Source: an optimization exercise on an open RTL-to-GDS flow (aim: small area, a short achievable clock period and few clock cycles). Production flows keep margins and buffers that such runs may drop.
Where RTL was checked, it was by simulation tests only, not by an equivalence proof against the original.
Power is estimated from default activity; no workload was simulated.

==> v5: inputs <==
==> flow/design.v <==
module axi4_burst_slave_mem #(
  parameter int unsigned C_S_AXI_ID_WIDTH   = 1,
  parameter int unsigned C_S_AXI_DATA_WIDTH = 32,
  parameter int unsigned C_S_AXI_ADDR_WIDTH = 32,
  parameter int unsigned C_MEM_ADDR_BITS    = 6
) (
  input  logic                            S_AXI_ACLK,
  input  logic                            S_AXI_ARESETN,
  input  logic [C_S_AXI_ID_WIDTH-1:0]     S_AXI_AWID,
  input  logic [C_S_AXI_ADDR_WIDTH-1:0]   S_AXI_AWADDR,
  input  logic [7:0]                      S_AXI_AWLEN,
  input  logic [2:0]                      S_AXI_AWSIZE,
  input  logic [1:0]                      S_AXI_AWBURST,
  input  logic                            S_AXI_AWVALID,
  output logic                            S_AXI_AWREADY,
  input  logic [C_S_AXI_DATA_WIDTH-1:0]   S_AXI_WDATA,
  input  logic [C_S_AXI_DATA_WIDTH/8-1:0] S_AXI_WSTRB,
  input  logic                            S_AXI_WLAST,
  input  logic                            S_AXI_WVALID,
  output logic                            S_AXI_WREADY,
  output logic [C_S_AXI_ID_WIDTH-1:0]     S_AXI_BID,
  output logic [1:0]                      S_AXI_BRESP,
  output logic                            S_AXI_BVALID,
  input  logic                            S_AXI_BREADY,
  input  logic [C_S_AXI_ID_WIDTH-1:0]     S_AXI_ARID,
  input  logic [C_S_AXI_ADDR_WIDTH-1:0]   S_AXI_ARADDR,
  input  logic [7:0]                      S_AXI_ARLEN,
  input  logic [2:0]                      S_AXI_ARSIZE,
  input  logic [1:0]                      S_AXI_ARBURST,
  input  logic                            S_AXI_ARVALID,
  output logic                            S_AXI_ARREADY,
  output logic [C_S_AXI_ID_WIDTH-1:0]     S_AXI_RID,
  output logic [C_S_AXI_DATA_WIDTH-1:0]   S_AXI_RDATA,
  output logic [1:0]                      S_AXI_RRESP,
  output logic                            S_AXI_RLAST,
  output logic                            S_AXI_RVALID,
  input  logic                            S_AXI_RREADY
  ,
  output logic [15:0]                     S_AXI_ERR_CNT
);
  localparam int unsigned ID_W   = C_S_AXI_ID_WIDTH;
  localparam int unsigned DATA_W = C_S_AXI_DATA_WIDTH;
  localparam int unsigned STRB_W = DATA_W / 8;
  localparam int unsigned IDX_W  = C_MEM_ADDR_BITS;
  localparam int unsigned DEPTH  = 1 << IDX_W;
  localparam logic [1:0] BURST_FIXED = 2'b00;
  localparam logic [1:0] BURST_INCR  = 2'b01;
  localparam logic [1:0] BURST_WRAP  = 2'b10;
  localparam logic [1:0] RESP_OKAY   = 2'b00;
  localparam logic [1:0] RESP_SLVERR = 2'b10;
  function automatic logic wrap_len_ok(input logic [7:0] len);
    wrap_len_ok = (len == 8'd1) || (len == 8'd3) || (len == 8'd7) || (len == 8'd15);
  endfunction
  function automatic logic req_err(input logic [1:0] addr_lo, input logic [7:0] len,
                                   input logic [2:0] size, input logic [1:0] burst);
    logic bad_wrap;
    bad_wrap = (burst == BURST_WRAP) && (!wrap_len_ok(len) || (addr_lo != 2'b00));
    req_err = (size != 3'b010) || (burst == 2'b11) || bad_wrap;
  endfunction
  function automatic logic [1:0] eff_burst(input logic [7:0] len, input logic [1:0] burst);
    logic [1:0] b;
    b = burst;
    if (burst == 2'b11) b = BURST_INCR;
    else if (burst == BURST_WRAP && !wrap_len_ok(len)) b = BURST_INCR;
    eff_burst = b;
  endfunction
  function automatic logic [IDX_W-1:0] next_idx(input logic [IDX_W-1:0] idx,
                                                input logic [3:0] len_lo,
                                                input logic [1:0] burst);
    logic [IDX_W-1:0] mask;
    logic [IDX_W-1:0] nxt;
    mask = IDX_W'(len_lo);
    case (burst)
      BURST_FIXED: nxt = idx;
      BURST_WRAP:  nxt = (idx & ~mask) | ((idx + IDX_W'(1)) & mask);
      default:     nxt = idx + IDX_W'(1);
    endcase
    next_idx = nxt;
  endfunction
  logic [DATA_W-1:0] mem [DEPTH];
  logic              w_act;       
  logic [ID_W-1:0]   w_id;
  logic [IDX_W-1:0]  w_ptr;       
  logic [7:0]        w_left;      
  logic              w_over;      
  logic [3:0]        w_len_lo;
  logic [1:0]        w_burst;
  logic              w_err;
  logic              bq_v;
  logic [ID_W-1:0]   bq_id;
  logic              bq_err;
  logic              aw_hs, w_hs, b_hs;
  logic              c_first;
  logic [ID_W-1:0]   c_id;
  logic [IDX_W-1:0]  c_ptr;
  logic [7:0]        c_left;
  logic              c_over;
  logic [3:0]        c_len_lo;
  logic [1:0]        c_burst;
  logic              c_err;
  logic              c_at_last;
  logic              c_err_nxt;
  logic              b_push;
  logic              bo_v_n, bq_v_n, w_act_n;
  always_comb begin
    aw_hs    = S_AXI_AWVALID & S_AXI_AWREADY;
    w_hs     = S_AXI_WVALID & S_AXI_WREADY;
    b_hs     = S_AXI_BVALID & S_AXI_BREADY;
    c_first  = !w_act;
    c_id     = c_first ? S_AXI_AWID : w_id;
    c_ptr    = c_first ? S_AXI_AWADDR[IDX_W+1:2] : w_ptr;
    c_left   = c_first ? S_AXI_AWLEN : w_left;
    c_over   = c_first ? 1'b0 : w_over;
    c_len_lo = c_first ? S_AXI_AWLEN[3:0] : w_len_lo;
    c_burst  = c_first ? eff_burst(S_AXI_AWLEN, S_AXI_AWBURST) : w_burst;
    c_err    = c_first ? req_err(S_AXI_AWADDR[1:0], S_AXI_AWLEN, S_AXI_AWSIZE, S_AXI_AWBURST)
                       : w_err;
    c_at_last = !c_over && (c_left == 8'd0);
    c_err_nxt = c_err | (S_AXI_WLAST ? !c_at_last : c_at_last);
    b_push    = w_hs & S_AXI_WLAST;
    w_act_n   = (w_act | aw_hs) & !b_push;
    bo_v_n    = (S_AXI_BVALID & !b_hs) | bq_v | b_push;
    bq_v_n    = (S_AXI_BVALID & !b_hs) & (bq_v | b_push);
  end
  always_ff @(posedge S_AXI_ACLK) begin
    if (aw_hs || w_hs) begin
      w_id     <= c_id;
      w_len_lo <= c_len_lo;
      w_burst  <= c_burst;
    end
    if (aw_hs && !w_hs) begin
      w_ptr  <= c_ptr;
      w_left <= c_left;
      w_over <= 1'b0;
      w_err  <= c_err;
    end else if (w_hs) begin
      if (!c_over) begin
        w_ptr  <= next_idx(c_ptr, c_len_lo, c_burst);
        w_left <= c_left - 8'd1;
      end
      w_over <= c_over | c_at_last;
      w_err  <= c_err_nxt;
    end
  end
  always_ff @(posedge S_AXI_ACLK) begin
    if (w_hs && !c_over) begin
      for (int b = 0; b < int'(STRB_W); b++) begin
        if (S_AXI_WSTRB[b]) mem[c_ptr][8*b +: 8] <= S_AXI_WDATA[8*b +: 8];
      end
    end
  end
  always_ff @(posedge S_AXI_ACLK or negedge S_AXI_ARESETN) begin
    if (!S_AXI_ARESETN) begin
      w_act         <= 1'b0;
      bq_v          <= 1'b0;
      bq_id         <= '0;
      bq_err        <= 1'b0;
      S_AXI_AWREADY <= 1'b0;
      S_AXI_WREADY  <= 1'b0;
      S_AXI_BVALID  <= 1'b0;
      S_AXI_BID     <= '0;
      S_AXI_BRESP   <= RESP_OKAY;
    end else begin
      w_act <= w_act_n;
      if (!S_AXI_BVALID || b_hs) begin
        if (bq_v) begin
          S_AXI_BID   <= bq_id;
          S_AXI_BRESP <= bq_err ? RESP_SLVERR : RESP_OKAY;
        end else begin
          S_AXI_BID   <= c_id;
          S_AXI_BRESP <= c_err_nxt ? RESP_SLVERR : RESP_OKAY;
        end
      end
      if (b_push && (bq_v || (S_AXI_BVALID && !b_hs))) begin
        bq_id  <= c_id;
        bq_err <= c_err_nxt;
      end
      S_AXI_BVALID  <= bo_v_n;
      bq_v          <= bq_v_n;
      S_AXI_AWREADY <= !w_act_n && !bq_v_n;
      S_AXI_WREADY  <= w_act_n || !bq_v_n;
    end
  end
  logic              ap_v;
  logic [ID_W-1:0]   ap_id;
  logic [IDX_W-1:0]  ap_ptr;
  logic [7:0]        ap_len;
  logic [1:0]        ap_burst;
  logic              ap_err;
  logic              g_act;
  logic [ID_W-1:0]   g_id;
  logic [IDX_W-1:0]  g_ptr;
  logic [7:0]        g_left;
  logic              g_last;      
  logic [3:0]        g_len_lo;
  logic [1:0]        g_burst;
  logic              g_err;
  logic              ar_hs, r_hs, r_adv, g_free;
  logic [ID_W-1:0]   a_id;
  logic [IDX_W-1:0]  a_ptr;
  logic [7:0]        a_len;
  logic [1:0]        a_burst;
  logic              a_err;
  logic              g_load, ap_v_n;
  logic [IDX_W-1:0]  g_ptr_n;
  logic [DEPTH-1:0]  g_sel;       
  logic [DATA_W-1:0] g_rd;
  always_comb begin
    ar_hs  = S_AXI_ARVALID & S_AXI_ARREADY;
    r_hs   = S_AXI_RVALID & S_AXI_RREADY;
    r_adv  = g_act & (!S_AXI_RVALID | S_AXI_RREADY);
    g_free = !g_act | (r_adv & g_last);
    a_id    = ap_v ? ap_id    : S_AXI_ARID;
    a_ptr   = ap_v ? ap_ptr   : S_AXI_ARADDR[IDX_W+1:2];
    a_len   = ap_v ? ap_len   : S_AXI_ARLEN;
    a_burst = ap_v ? ap_burst : eff_burst(S_AXI_ARLEN, S_AXI_ARBURST);
    a_err   = ap_v ? ap_err   : req_err(S_AXI_ARADDR[1:0], S_AXI_ARLEN, S_AXI_ARSIZE,
                                        S_AXI_ARBURST);
    g_load  = g_free & (ap_v | ar_hs);
    ap_v_n  = (ap_v & !g_free) | (ar_hs & !(g_free & !ap_v));
    if (g_load)     g_ptr_n = a_ptr;
    else if (r_adv) g_ptr_n = next_idx(g_ptr, g_len_lo, g_burst);
    else            g_ptr_n = g_ptr;
    g_rd  = '0;
    for (int i = 0; i < int'(DEPTH); i++) g_rd = g_rd | (mem[i] & {DATA_W{g_sel[i]}});
  end
  always_ff @(posedge S_AXI_ACLK) begin
    if (ar_hs) begin
      ap_id    <= S_AXI_ARID;
      ap_ptr   <= S_AXI_ARADDR[IDX_W+1:2];
      ap_len   <= S_AXI_ARLEN;
      ap_burst <= eff_burst(S_AXI_ARLEN, S_AXI_ARBURST);
      ap_err   <= req_err(S_AXI_ARADDR[1:0], S_AXI_ARLEN, S_AXI_ARSIZE, S_AXI_ARBURST);
    end
    g_ptr <= g_ptr_n;
    g_sel <= '0;
    g_sel[g_ptr_n] <= 1'b1;
    if (g_load) begin
      g_id     <= a_id;
      g_left   <= a_len;
      g_last   <= (a_len == 8'd0);
      g_len_lo <= a_len[3:0];
      g_burst  <= a_burst;
      g_err    <= a_err;
    end else if (r_adv) begin
      g_left <= g_left - 8'd1;
      g_last <= (g_left == 8'd1);
    end
    if (r_adv) begin
      S_AXI_RDATA <= g_rd;
      S_AXI_RID   <= g_id;
      S_AXI_RRESP <= g_err ? RESP_SLVERR : RESP_OKAY;
      S_AXI_RLAST <= g_last;
    end
  end
  always_ff @(posedge S_AXI_ACLK or negedge S_AXI_ARESETN) begin
    if (!S_AXI_ARESETN) begin
      ap_v          <= 1'b0;
      g_act         <= 1'b0;
      S_AXI_ARREADY <= 1'b0;
      S_AXI_RVALID  <= 1'b0;
    end else begin
      ap_v          <= ap_v_n;
      g_act         <= g_load | (g_act & !g_free);
      S_AXI_ARREADY <= !ap_v_n;
      if (r_adv)     S_AXI_RVALID <= 1'b1;
      else if (r_hs) S_AXI_RVALID <= 1'b0;
    end
  end
  logic [15:0] err_p1_c, err_p2_c;
  logic        err_b_c, err_r_c;
  always_comb begin
    err_b_c  = b_hs & S_AXI_BRESP[1];
    err_r_c  = r_hs & S_AXI_RLAST & S_AXI_RRESP[1];
    err_p1_c = (S_AXI_ERR_CNT == 16'hFFFF) ? 16'hFFFF : S_AXI_ERR_CNT + 16'd1;
    err_p2_c = (S_AXI_ERR_CNT[15:1] == 15'h7FFF) ? 16'hFFFF : S_AXI_ERR_CNT + 16'd2;
  end
  always_ff @(posedge S_AXI_ACLK or negedge S_AXI_ARESETN) begin
    if (!S_AXI_ARESETN)          S_AXI_ERR_CNT <= '0;
    else if (err_b_c && err_r_c) S_AXI_ERR_CNT <= err_p2_c;
    else if (err_b_c || err_r_c) S_AXI_ERR_CNT <= err_p1_c;
  end
endmodule
==> flow/run.sh <==
#!/bin/bash
# synth_recipe.tcl (not shown) runs the flow's synth.tcl, then flattens the netlist and writes it again
# the make line also repeats each setting of config.mk as NAME=value (left out here)
make -C /OpenROAD-flow-scripts/flow DESIGN_CONFIG=/design/flow/config.mk WORK_HOME=/design/flow/orfs CLKGATE_MAP_FILE= SYNTH_SCRIPT=/design/flow/synth_recipe.tcl finish
==> flow/config.mk <==
export PLATFORM = sky130hd
export DESIGN_NAME = axi4_burst_slave_mem
export DESIGN_NICKNAME = axi4_burst_slave_mem
export VERILOG_FILES = /design/flow/design.v
export SDC_FILE = /design/flow/constraint.sdc
export NUM_CORES = 4
export LEC_CHECK = 0
export CAP_MARGIN = 20
export CORE_MARGIN = 2
export CORE_UTILIZATION = 60
export CTS_CLUSTER_DIAMETER = 60
export CTS_CLUSTER_SIZE = 30
export SETUP_SLACK_MARGIN = 2.6
export SLEW_MARGIN = 20
export TNS_END_PERCENT = 5
==> flow/constraint.sdc <==
create_clock -name core_clock -period 5.0 [get_ports {S_AXI_ACLK}]
set_input_delay 1.0000 -clock core_clock [delete_from_list [all_inputs] [get_ports {S_AXI_ACLK}]]
set_output_delay 1.0000 -clock core_clock [all_outputs]
set_load 0.01 [all_outputs]
==> inputs of v18, as changes to v5 <==
--- a/flow/design.v
+++ b/flow/design.v
@@ -87,4 +87,8 @@
   logic [1:0]        w_burst;
   logic              w_err;
+  logic              wp_v;
+  logic [IDX_W-1:0]  wp_ptr;
+  logic [DATA_W-1:0] wp_data;
+  logic [STRB_W-1:0] wp_strb;
   logic              bq_v;
   logic [ID_W-1:0]   bq_id;
@@ -124,4 +128,7 @@
   end
   always_ff @(posedge S_AXI_ACLK) begin
+    wp_ptr  <= c_ptr;
+    wp_data <= S_AXI_WDATA;
+    wp_strb <= S_AXI_WSTRB;
     if (aw_hs || w_hs) begin
       w_id     <= c_id;
@@ -144,7 +151,7 @@
   end
   always_ff @(posedge S_AXI_ACLK) begin
-    if (w_hs && !c_over) begin
+    if (wp_v) begin
       for (int b = 0; b < int'(STRB_W); b++) begin
-        if (S_AXI_WSTRB[b]) mem[c_ptr][8*b +: 8] <= S_AXI_WDATA[8*b +: 8];
+        if (wp_strb[b]) mem[wp_ptr][8*b +: 8] <= wp_data[8*b +: 8];
       end
     end
@@ -153,4 +160,5 @@
     if (!S_AXI_ARESETN) begin
       w_act         <= 1'b0;
+      wp_v          <= 1'b0;
       bq_v          <= 1'b0;
       bq_id         <= '0;
@@ -163,4 +171,5 @@
     end else begin
       w_act <= w_act_n;
+      wp_v  <= w_hs & !c_over;
       if (!S_AXI_BVALID || b_hs) begin
         if (bq_v) begin
@@ -192,5 +201,4 @@
   logic [IDX_W-1:0]  g_ptr;
   logic [7:0]        g_left;
-  logic              g_last;      
   logic [3:0]        g_len_lo;
   logic [1:0]        g_burst;
@@ -203,6 +211,5 @@
   logic              a_err;
   logic              g_load, ap_v_n;
-  logic [IDX_W-1:0]  g_ptr_n;
-  logic [DEPTH-1:0]  g_sel;       
+  logic [DEPTH-1:0]  g_sel;
   logic [DATA_W-1:0] g_rd;
   always_comb begin
@@ -210,5 +217,5 @@
     r_hs   = S_AXI_RVALID & S_AXI_RREADY;
     r_adv  = g_act & (!S_AXI_RVALID | S_AXI_RREADY);
-    g_free = !g_act | (r_adv & g_last);
+    g_free = !g_act | (r_adv & (g_left == 8'd0));
     a_id    = ap_v ? ap_id    : S_AXI_ARID;
     a_ptr   = ap_v ? ap_ptr   : S_AXI_ARADDR[IDX_W+1:2];
@@ -219,7 +226,6 @@
     g_load  = g_free & (ap_v | ar_hs);
     ap_v_n  = (ap_v & !g_free) | (ar_hs & !(g_free & !ap_v));
-    if (g_load)     g_ptr_n = a_ptr;
-    else if (r_adv) g_ptr_n = next_idx(g_ptr, g_len_lo, g_burst);
-    else            g_ptr_n = g_ptr;
+    g_sel = '0;
+    g_sel[g_ptr] = 1'b1;
     g_rd  = '0;
     for (int i = 0; i < int'(DEPTH); i++) g_rd = g_rd | (mem[i] & {DATA_W{g_sel[i]}});
@@ -233,17 +239,14 @@
       ap_err   <= req_err(S_AXI_ARADDR[1:0], S_AXI_ARLEN, S_AXI_ARSIZE, S_AXI_ARBURST);
     end
-    g_ptr <= g_ptr_n;
-    g_sel <= '0;
-    g_sel[g_ptr_n] <= 1'b1;
     if (g_load) begin
       g_id     <= a_id;
+      g_ptr    <= a_ptr;
       g_left   <= a_len;
-      g_last   <= (a_len == 8'd0);
       g_len_lo <= a_len[3:0];
       g_burst  <= a_burst;
       g_err    <= a_err;
     end else if (r_adv) begin
+      g_ptr  <= next_idx(g_ptr, g_len_lo, g_burst);
       g_left <= g_left - 8'd1;
-      g_last <= (g_left == 8'd1);
     end
     if (r_adv) begin
@@ -251,5 +254,5 @@
       S_AXI_RID   <= g_id;
       S_AXI_RRESP <= g_err ? RESP_SLVERR : RESP_OKAY;
-      S_AXI_RLAST <= g_last;
+      S_AXI_RLAST <= (g_left == 8'd0);
     end
   end
CORE_UTILIZATION = 40   (was 60)
CTS_CLUSTER_DIAMETER = unset   (was 60)
CTS_CLUSTER_SIZE = unset   (was 30)
SETUP_SLACK_MARGIN = unset   (was 2.6)
TNS_END_PERCENT = unset   (was 5)
==> inputs of v2, as changes to v5 <==
--- a/flow/design.v
+++ b/flow/design.v
@@ -190,11 +190,10 @@
   logic              g_act;
   logic [ID_W-1:0]   g_id;
-  logic [IDX_W-1:0]  g_ptr;
-  logic [7:0]        g_left;
+  logic [DEPTH-1:0]  g_sel;       
+  logic [7:0]        g_left;      
   logic              g_last;      
-  logic [3:0]        g_len_lo;
-  logic [1:0]        g_burst;
   logic              g_err;
-  logic              ar_hs, r_hs, r_adv, g_free;
+  logic              g_fix, g_inc, g_w2, g_w4, g_w8, g_w16;
+  logic              ar_hs, r_hs, out_free, r_adv, g_free;
   logic [ID_W-1:0]   a_id;
   logic [IDX_W-1:0]  a_ptr;
@@ -202,13 +201,17 @@
   logic [1:0]        a_burst;
   logic              a_err;
+  logic              a_wrap;
   logic              g_load, ap_v_n;
-  logic [IDX_W-1:0]  g_ptr_n;
-  logic [DEPTH-1:0]  g_sel;       
-  logic [DATA_W-1:0] g_rd;
+  logic [DEPTH-1:0]  a_sel, g_sel_adv, g_sel_n;
+  logic              s_hold, s_inc, s_w2, s_w4, s_w8, s_w16;
+  logic [DATA_W-1:0] g_rd_lo, g_rd_hi;
+  logic [DATA_W-1:0] r_data_lo, r_data_hi;
+  logic [DATA_W-1:0] r_data_lo_n, r_data_hi_n;
   always_comb begin
-    ar_hs  = S_AXI_ARVALID & S_AXI_ARREADY;
-    r_hs   = S_AXI_RVALID & S_AXI_RREADY;
-    r_adv  = g_act & (!S_AXI_RVALID | S_AXI_RREADY);
-    g_free = !g_act | (r_adv & g_last);
+    ar_hs    = S_AXI_ARVALID & S_AXI_ARREADY;
+    r_hs     = S_AXI_RVALID & S_AXI_RREADY;
+    out_free = !S_AXI_RVALID | S_AXI_RREADY;
+    r_adv    = g_act & out_free;
+    g_free   = !g_act | (out_free & g_last);
     a_id    = ap_v ? ap_id    : S_AXI_ARID;
     a_ptr   = ap_v ? ap_ptr   : S_AXI_ARADDR[IDX_W+1:2];
@@ -217,11 +220,35 @@
     a_err   = ap_v ? ap_err   : req_err(S_AXI_ARADDR[1:0], S_AXI_ARLEN, S_AXI_ARSIZE,
                                         S_AXI_ARBURST);
+    a_wrap  = (a_burst == BURST_WRAP);
     g_load  = g_free & (ap_v | ar_hs);
     ap_v_n  = (ap_v & !g_free) | (ar_hs & !(g_free & !ap_v));
-    if (g_load)     g_ptr_n = a_ptr;
-    else if (r_adv) g_ptr_n = next_idx(g_ptr, g_len_lo, g_burst);
-    else            g_ptr_n = g_ptr;
-    g_rd  = '0;
-    for (int i = 0; i < int'(DEPTH); i++) g_rd = g_rd | (mem[i] & {DATA_W{g_sel[i]}});
+    a_sel   = '0;
+    a_sel[a_ptr] = 1'b1;
+    s_hold = g_fix | !r_adv;
+    s_inc  = g_inc & r_adv;
+    s_w2   = g_w2 & r_adv;
+    s_w4   = g_w4 & r_adv;
+    s_w8   = g_w8 & r_adv;
+    s_w16  = g_w16 & r_adv;
+    for (int i = 0; i < int'(DEPTH); i++) begin
+      g_sel_adv[i] = (s_hold & g_sel[i])
+                   | ((s_inc | (s_w2 & (i % 2 != 0)) | (s_w4 & (i % 4 != 0))
+                       | (s_w8 & (i % 8 != 0)) | (s_w16 & (i % 16 != 0)))
+                      & g_sel[(i + int'(DEPTH) - 1) % int'(DEPTH)]);
+      if (i % 2 == 0)  g_sel_adv[i] = g_sel_adv[i] | (s_w2 & g_sel[i + 1]);
+      if (i % 4 == 0)  g_sel_adv[i] = g_sel_adv[i] | (s_w4 & g_sel[i + 3]);
+      if (i % 8 == 0)  g_sel_adv[i] = g_sel_adv[i] | (s_w8 & g_sel[i + 7]);
+      if (i % 16 == 0) g_sel_adv[i] = g_sel_adv[i] | (s_w16 & g_sel[i + 15]);
+    end
+    g_sel_n = ({DEPTH{g_load}} & a_sel) | ({DEPTH{!g_load}} & g_sel_adv);
+    g_rd_lo = ~r_data_lo & {DATA_W{!r_adv}};
+    g_rd_hi = ~r_data_hi & {DATA_W{!r_adv}};
+    for (int i = 0; i < int'(DEPTH) / 2; i++) begin
+      g_rd_lo = g_rd_lo | (mem[i] & {DATA_W{g_sel[i] & r_adv}});
+      g_rd_hi = g_rd_hi
+              | (mem[i + int'(DEPTH) / 2] & {DATA_W{g_sel[i + int'(DEPTH) / 2] & r_adv}});
+    end
+    r_data_lo_n = ~g_rd_lo;
+    r_data_hi_n = ~g_rd_hi;
   end
   always_ff @(posedge S_AXI_ACLK) begin
@@ -233,14 +260,18 @@
       ap_err   <= req_err(S_AXI_ARADDR[1:0], S_AXI_ARLEN, S_AXI_ARSIZE, S_AXI_ARBURST);
     end
-    g_ptr <= g_ptr_n;
-    g_sel <= '0;
-    g_sel[g_ptr_n] <= 1'b1;
+    g_sel     <= g_sel_n;
+    r_data_lo <= r_data_lo_n;
+    r_data_hi <= r_data_hi_n;
     if (g_load) begin
-      g_id     <= a_id;
-      g_left   <= a_len;
-      g_last   <= (a_len == 8'd0);
-      g_len_lo <= a_len[3:0];
-      g_burst  <= a_burst;
-      g_err    <= a_err;
+      g_id   <= a_id;
+      g_left <= a_len;
+      g_last <= (a_len == 8'd0);
+      g_err  <= a_err;
+      g_fix  <= (a_burst == BURST_FIXED);
+      g_inc  <= (a_burst == BURST_INCR);
+      g_w2   <= a_wrap & (a_len[3:0] == 4'd1);
+      g_w4   <= a_wrap & (a_len[3:0] == 4'd3);
+      g_w8   <= a_wrap & (a_len[3:0] == 4'd7);
+      g_w16  <= a_wrap & (a_len[3:0] == 4'd15);
     end else if (r_adv) begin
       g_left <= g_left - 8'd1;
@@ -248,5 +279,4 @@
     end
     if (r_adv) begin
-      S_AXI_RDATA <= g_rd;
       S_AXI_RID   <= g_id;
       S_AXI_RRESP <= g_err ? RESP_SLVERR : RESP_OKAY;
@@ -268,16 +298,26 @@
     end
   end
-  logic [15:0] err_p1_c, err_p2_c;
+  assign S_AXI_RDATA = ~(r_data_lo & r_data_hi);
+  logic [15:0] err_cnt_n;         
+  logic [15:0] err_cnt_c, err_p1_c, err_p2_c;
   logic        err_b_c, err_r_c;
   always_comb begin
-    err_b_c  = b_hs & S_AXI_BRESP[1];
-    err_r_c  = r_hs & S_AXI_RLAST & S_AXI_RRESP[1];
-    err_p1_c = (S_AXI_ERR_CNT == 16'hFFFF) ? 16'hFFFF : S_AXI_ERR_CNT + 16'd1;
-    err_p2_c = (S_AXI_ERR_CNT[15:1] == 15'h7FFF) ? 16'hFFFF : S_AXI_ERR_CNT + 16'd2;
+    err_b_c   = b_hs & S_AXI_BRESP[1];
+    err_r_c   = r_hs & S_AXI_RLAST & S_AXI_RRESP[1];
+    err_cnt_c = ~err_cnt_n;
+    err_p1_c  = (err_cnt_c == 16'hFFFF) ? 16'hFFFF : err_cnt_c + 16'd1;
+    err_p2_c  = (err_cnt_c[15:1] == 15'h7FFF) ? 16'hFFFF : err_cnt_c + 16'd2;
   end
   always_ff @(posedge S_AXI_ACLK or negedge S_AXI_ARESETN) begin
-    if (!S_AXI_ARESETN)          S_AXI_ERR_CNT <= '0;
-    else if (err_b_c && err_r_c) S_AXI_ERR_CNT <= err_p2_c;
-    else if (err_b_c || err_r_c) S_AXI_ERR_CNT <= err_p1_c;
+    if (!S_AXI_ARESETN) begin
+      S_AXI_ERR_CNT <= '0;
+      err_cnt_n     <= '1;
+    end else if (err_b_c && err_r_c) begin
+      S_AXI_ERR_CNT <= err_p2_c;
+      err_cnt_n     <= ~err_p2_c;
+    end else if (err_b_c || err_r_c) begin
+      S_AXI_ERR_CNT <= err_p1_c;
+      err_cnt_n     <= ~err_p1_c;
+    end
   end
 endmodule
==> flow/flow/run.sh (new file) <==
#!/bin/bash
set -euo pipefail
cd "$(dirname "$0")/.."
bash standard.sh synth > flow_synth.log 2>&1
bash standard.sh \
  "BUFFER_PORTS_ARGS=-buffer_cell sky130_fd_sc_hd__buf_2" \
  "CTS_ARGS=-sink_clustering_enable -repair_clock_nets -sink_clustering_size 30 -sink_clustering_max_diameter 60 -dont_use_dummy_load" \
  finish > flow_layout.log 2>&1
==> flow/standard.sh (new file) <==
#!/bin/bash
# synth_recipe.tcl (not shown) runs the flow's synth.tcl, then flattens the netlist and writes it again
# the make line also repeats each setting of config.mk as NAME=value (left out here)
make -C /OpenROAD-flow-scripts/flow DESIGN_CONFIG=/design/flow/config.mk WORK_HOME=/design/flow/orfs CLKGATE_MAP_FILE= SYNTH_SCRIPT=/design/flow/synth_recipe.tcl "${@:-finish}"
removed: flow/run.sh
==> qor summary <==
quantity	v18	v2	v5
Result of the run	complete, no violations	complete, no violations	complete, no violations
Worst R2R Setup Slack	0.20 ns	2.26 ns	2.17 ns
Cells after Synth	4954	5212	4505
Number of inverters outside the clock class in the layout	24	22	35
CLK BUF	247	144	167
Design Area, Final	0.0973 mm2	0.0972 mm2	0.0964 mm2
Worst setup path endpoint	S_AXI_RDATA[21]	r_data_hi[1]	S_AXI_RDATA[18]
Core area	0.207 mm2	0.141 mm2	0.135 mm2
Count of filler cells inserted in the layout	17400	9575	8558
Switching share of total power	22.5%	36.7%	33.8%
Via/cell ratio	6.36	7.53	7.59
Power per standard cell area	407 mW/mm2	506 mW/mm2	517 mW/mm2
Distinct cells, synth	91	84	71
Fraction of area in multi-input gates	16.8%	18.9%	16.6%
Number of multi-input logic gates	2436	2543	2000
Testbench counts of v2, summed over its fixed seeds: cycles 10,239.
Function not checked in v5 and v18: the RTL went through the layout flow alone.

==> static timing again, ports no longer ideal <==
The results above use ideal ports. As a check the final layouts listed here were re-extracted and re-timed, cells and wires unchanged.
Step 1 assumes that a clkbuf_16 drives the clock port and a buf_2 every other input.
Step 2 times the ports against the registers' clock, not the clock port: input delays grow and output delays shrink by t, the midpoint of the rising clock arrivals with the driver on.
Three values: no drivers, after step 1, after step 2; two values: the first two.
run | shift t [ns] | setup WS [ns] | latest minus earliest clock arrival (ns)
v5 | 0.898 | 2.171 / 2.171 / 1.318 | 0.053 / 0.052
v18 | 0.952 | 0.201 / 0.201 / 0.201 | 0.061 / 0.062
v2 | 0.864 | 2.265 / 2.265 / 1.587 | 0.064 / 0.064
After both steps setup and hold are still met in every run listed. The setup slack of v5, which loses most, moves by 0.000 ns with the drivers and by -0.853 ns with both steps.
